Source: an optimization exercise on an open RTL-to-GDS flow (aim: small area and a short achievable clock period). Production flows keep margins and buffers that such runs may drop.
Only simulation tests tie the RTL to the original design; equivalence was not proved.
Power figures rest on the tool's default switching activity, not on a simulated workload.

fjord:
// wedge_fitter
module wedge_fitter (
	input logic clock,
	input logic reset,
	input logic clear_status,
	input logic [22:0] data_in,  
	input logic ds,
	output logic hold,
	input logic out_re,
	output logic [22:0] data_out,  
	output logic out_valid,
	output logic out_empty,
	input logic nocut,
	input logic [12:0] chi2cut_value,
	output logic [4:0] wedge_status  
);
For scale: about 2600 cells after synthesis, roughly 1200 flip-flops, roughly 46000 um2 of cells after synthesis.
Settings: LEC_CHECK=0, CAP_MARGIN=20, CORE_MARGIN=2, CORE_UTILIZATION=70, CTS_BUF_LIST=sky130_fd_sc_hd__clkbuf_16, CTS_CLUSTER_DIAMETER=60, CTS_CLUSTER_SIZE=30, SETUP_SLACK_MARGIN=3.9, SLEW_MARGIN=20; clock period 6.5 ns.
run.sh (not shown) runs the stock make flow with config.mk's settings and CLKGATE_MAP_FILE= SYNTH_SCRIPT=/design/flow/synth_recipe.tcl, a recipe that flattens the netlist after the stock synthesis.
Input changes introduced in umber (baseline for comparison: fjord):
Settings: ABC_AREA: unset -> 1.
==> notes.md <==
NOTE final weighted congestion in routability-driven placement fjord->umber increased by a few percent
Overall track demand over capacity in global routing: umber and fjord compared, lower one is umber
Diff fjord -> umber: final cell count higher, critical path depth up 5, worst setup slack went down, total power per unit cell area grew by 5.4%.
umber ends up with a number of non-clock buffers that is 8.4% lower than in fjord.
Pin count of the biggest net entering global routing: umber lower than fjord
Changes in raven relative to umber:
Settings: SETUP_SLACK_MARGIN now 4.2, was 3.9; ABC_AREA no longer set, was 1.
### Flow results
Diff raven..umber | synthesized-area fraction occupied by adder cells | negligible. Between raven and umber, it is raven whose number of rows created at floorplan is lower, by 1. Taking umber over raven, the non-clock buffer instance count of the final layout ratio works out to 0.77.
Here is what was changed in the inputs of zinc compared with raven.
Settings: clearing CTS_CLUSTER_SIZE, which used to be 30; swapping 4.2 for 3.9 in SETUP_SLACK_MARGIN; swapping sky130_fd_sc_hd__clkbuf_16 for sky130_fd_sc_hd__clkbuf_8 in CTS_BUF_LIST; clearing CTS_CLUSTER_DIAMETER, which used to be 60.
## What came out
What raven reported for fill cell total of the finished layout has to be multiplied by 1.06 to get the figure for zinc.
From raven to zinc, number of flops mapped to enable cells by yosys did not move at all.
Via count in zinc is 215 below raven.
Compared with raven, zinc shows combinational power lower by 20%.
Core utilization ended up 0.99 points lower on zinc than on raven.
### zinc -> juniper
Settings: CTS_BUF_LIST removed (was sky130_fd_sc_hd__clkbuf_8).
- Final design area excluding fillers (juniper vs. zinc) increases slightly
- Total power of juniper is higher than that of zinc.
- juniper vs zinc: per-cell routed wire length up in juniper
- Count of cells resized by post-cts repair on juniper is down relative to zinc.
- Going from zinc to juniper, worst-case headroom to the max-slew limit increased by 2.7 points relative to the old numbers, count of clock-buffer cells in the layout decreased by about 20% relative to the old numbers.

wedge_fitter again, from the RTL that the note above started with.
==> flow/config.mk <==
export PLATFORM = sky130hd
export DESIGN_NAME = wedge_fitter
export DESIGN_NICKNAME = wedge_fitter
export VERILOG_FILES = /design/flow/design.v
export SDC_FILE = /design/flow/constraint.sdc
export NUM_CORES = 4
export LEC_CHECK = 0
export CAP_MARGIN = 20
export CORE_MARGIN = 2
export CORE_UTILIZATION = 70
export CTS_BUF_LIST = sky130_fd_sc_hd__clkbuf_8
export CTS_CLUSTER_DIAMETER = 50
export CTS_CLUSTER_SIZE = 20
export SETUP_SLACK_MARGIN = 3.9
export SLEW_MARGIN = 20
==> flow/constraint.sdc <==
create_clock -name core_clock -period 6.5 [get_ports {clock}]
set_input_delay 1.3000 -clock core_clock [delete_from_list [all_inputs] [get_ports {clock}]]
set_output_delay 1.3000 -clock core_clock [all_outputs]
set_load 0.01 [all_outputs]
Next try:
CAP_MARGIN = 5   (was 20)
CTS_BUF_LIST = sky130_fd_sc_hd__clkbuf_16   (was sky130_fd_sc_hd__clkbuf_8)
CTS_CLUSTER_DIAMETER = 60   (was 50)
CTS_CLUSTER_SIZE = 30   (was 20)
SLEW_MARGIN = 5   (was 20)
The new run passed the timing, design-rule and antenna checks.
Sequential share of layout area hardly moves.
Global-route usage decreases by 0.41 points.
Sequential cell count is unchanged.
Area after synthesis is unchanged.
Critical path depth increases by 7.
Clock skew decreases by 11 ps.
Routed wire length hardly moves.
Synthesized cell count stays the same.
Worst setup slack is better by 71 ps.

Another version of the RTL of wedge_fitter (not shown whole).
For scale: about 2,500 cells after synthesis, about 73 I/O pins.
clock: 6.5 ns
lec_check: 0
cap_margin: 0
core_margin: 2
core_utilization: 60
cts_buf_list: sky130_fd_sc_hd__clkbuf_16
cts_cluster_diameter: 60
cts_cluster_size: 30
setup_slack_margin: 4.05
slew_margin: 0
Edit:
- CAP_MARGIN: 0 -> 5
- CORE_UTILIZATION: 60 -> 70
- SETUP_SLACK_MARGIN: 4.05 -> 4.2
- SLEW_MARGIN: 0 -> 5
Result: The new run finished clean; area after synthesis stays the same; total power fell by 2.1%; core utilization rose by 11 points; combinational power fell by about 1%; sequential cell count is unchanged; die area fell by about 14%; setup slack is worse by 0.035 ns; count of clock-buffer cells in the layout fell by 15; hold slack is better by 0.0063 ns; fmax fell by about 1.4%; via count rose by 0.64%.
Edit:
- CAP_MARGIN: 5 -> 0
- CORE_UTILIZATION: 70 -> 65
- SETUP_SLACK_MARGIN: 4.2 -> 4.05
- SLEW_MARGIN: 5 -> 0
=> The changed run finished with timing, DRC and antenna clean. Total power barely changes. Wire length came out higher by a few percent. Clock power increases by a few percent. Register-to-register slack hardly moves. Worst setup slack improved by 0.037 ns. Via count does not change. Count of clock-buffer cells in the layout rose by 8.

## run A
Another version of the RTL of wedge_fitter (not shown whole).
For scale: about 2500 cells after synthesis, ~73 I/O pins, roughly 44000 um^2 of cells after synthesis.
Settings: LEC_CHECK=0, CAP_MARGIN=5, CORE_MARGIN=2, CORE_UTILIZATION=82, CTS_BUF_LIST=sky130_fd_sc_hd__clkbuf_16, CTS_CLUSTER_DIAMETER=60, CTS_CLUSTER_SIZE=30, SETUP_SLACK_MARGIN=4.2, SLEW_MARGIN=5; clock period 6.5 ns.
Run A did not finish: a tool error stopped it during global routing (5_1_grt).
### run A -> run B
Settings: changing CORE_UTILIZATION from 82 to 70.
Run B: all stages complete, timing, DRC and antenna checks passed
~same synthesized cell count in run A and run B
What run B reported for HPWL after detailed placement has to be multiplied by 1.06 to get the figure for run A.
The die extent in y in run A is 0.925 times that in run B.
Post-placement worst setup slack in run B is 0.35 ns below run A.
In run B, the number of setup buffers added after CTS came out 24 below the value in run A.
Taking run A as the reference, in run B TritonCTS buffer count up 9.4%, die extent in x now sits higher, quantity of hold-fixing buffers added after cts held.
Summary of the comparison: final weighted congestion in routability-driven placement is lower in run B, relative to run A.
Comparing run B against run A, there is no change at all in simple logic cell fraction of the synthesized area.
Diff run A..run B | synthesized area | unchanged
--- input diff run B..run C ---
Settings: swapping 4.2 for 4.5 in SETUP_SLACK_MARGIN.
Findings:
Higher global routing met2 resource utilization among run B and run C: run C
Total area of multi-input combinational cells, run B and run C: smaller value in run B
Higher share of cells above drive strength 1 among run B and run C: run C
What run D does differently from run C at the input level:
Settings: swapping 4.5 for 3.9 in SETUP_SLACK_MARGIN.
Results
Run D completed every stage of the flow, and the final layout passed the timing, design-rule and antenna checks.
Diff run C -> run D: mean number of vias per cell went down; core utilization lost 8.5 points; normalized max-slew margin shrank by 37 points.
The routed wire length of run D was superior to that of run C.
Of run C and run D, the higher fmax belongs to run C.
Delta (run D minus run C): worst ir drop on vdd moved up, power dissipated by switching net loads moved down.
Relative to run C, the post-CTS setup-driven buffer insertion count of run D is lower by 165.
Run D vs. run C: total routing usage reported by global routing went down by 4.2 points.

[re-timing with driven ports]
No port has a modelled driver above. Below, the same layouts with a new extraction and two added sets of constraints.
Step 1: set_driving_cell puts a clkbuf_16 on clock and a buf_2 on each other input, an assumption about the parent block.
Step 2 times the ports against the registers' clock, not the clock port: input delays grow and output delays shrink by t, the midpoint of the rising clock arrivals with the driver on.
Three values: no drivers, after step 1, after step 2; two values: the first two.
run | t (ns) | setup slack, ns | clock arrival spread, ns
fjord | 0.709 | 3.921 / 3.876 / 3.310 | 0.044 / 0.043
umber | 0.723 | 3.871 / 3.861 / 3.163 | 0.030 / 0.030
raven | 0.746 | 3.978 / 3.912 / 3.492 | 0.044 / 0.044
zinc | 0.875 | 3.786 / 3.728 / 3.090 | 0.066 / 0.067
juniper | 0.746 | 3.923 / 3.872 / 3.221 | 0.039 / 0.040
the first run of note 2 | 0.797 | 3.856 / 3.793 / 3.214 | 0.046 / 0.046
the second run of note 2 | 0.716 | 3.927 / 3.870 / 3.299 | 0.031 / 0.031
the first run of note 3 | 0.698 | 4.029 / 3.964 / 3.392 | 0.036 / 0.036
the second run of note 3 | 0.735 | 3.994 / 3.930 / 3.342 | 0.032 / 0.032
the third run of note 3 | 0.702 | 4.031 / 3.964 / 3.452 | 0.044 / 0.044
run B | 0.737 | 4.037 / 3.970 / 3.480 | 0.033 / 0.034
run C | 0.754 | 3.955 / 3.883 / 3.404 | 0.035 / 0.035
run D | 0.718 | 3.902 / 3.867 / 3.225 | 0.023 / 0.023
After both steps every run listed still meets setup and hold. The setup slack of umber, which loses most, moves by -0.010 ns with the drivers and by -0.708 ns with both steps.
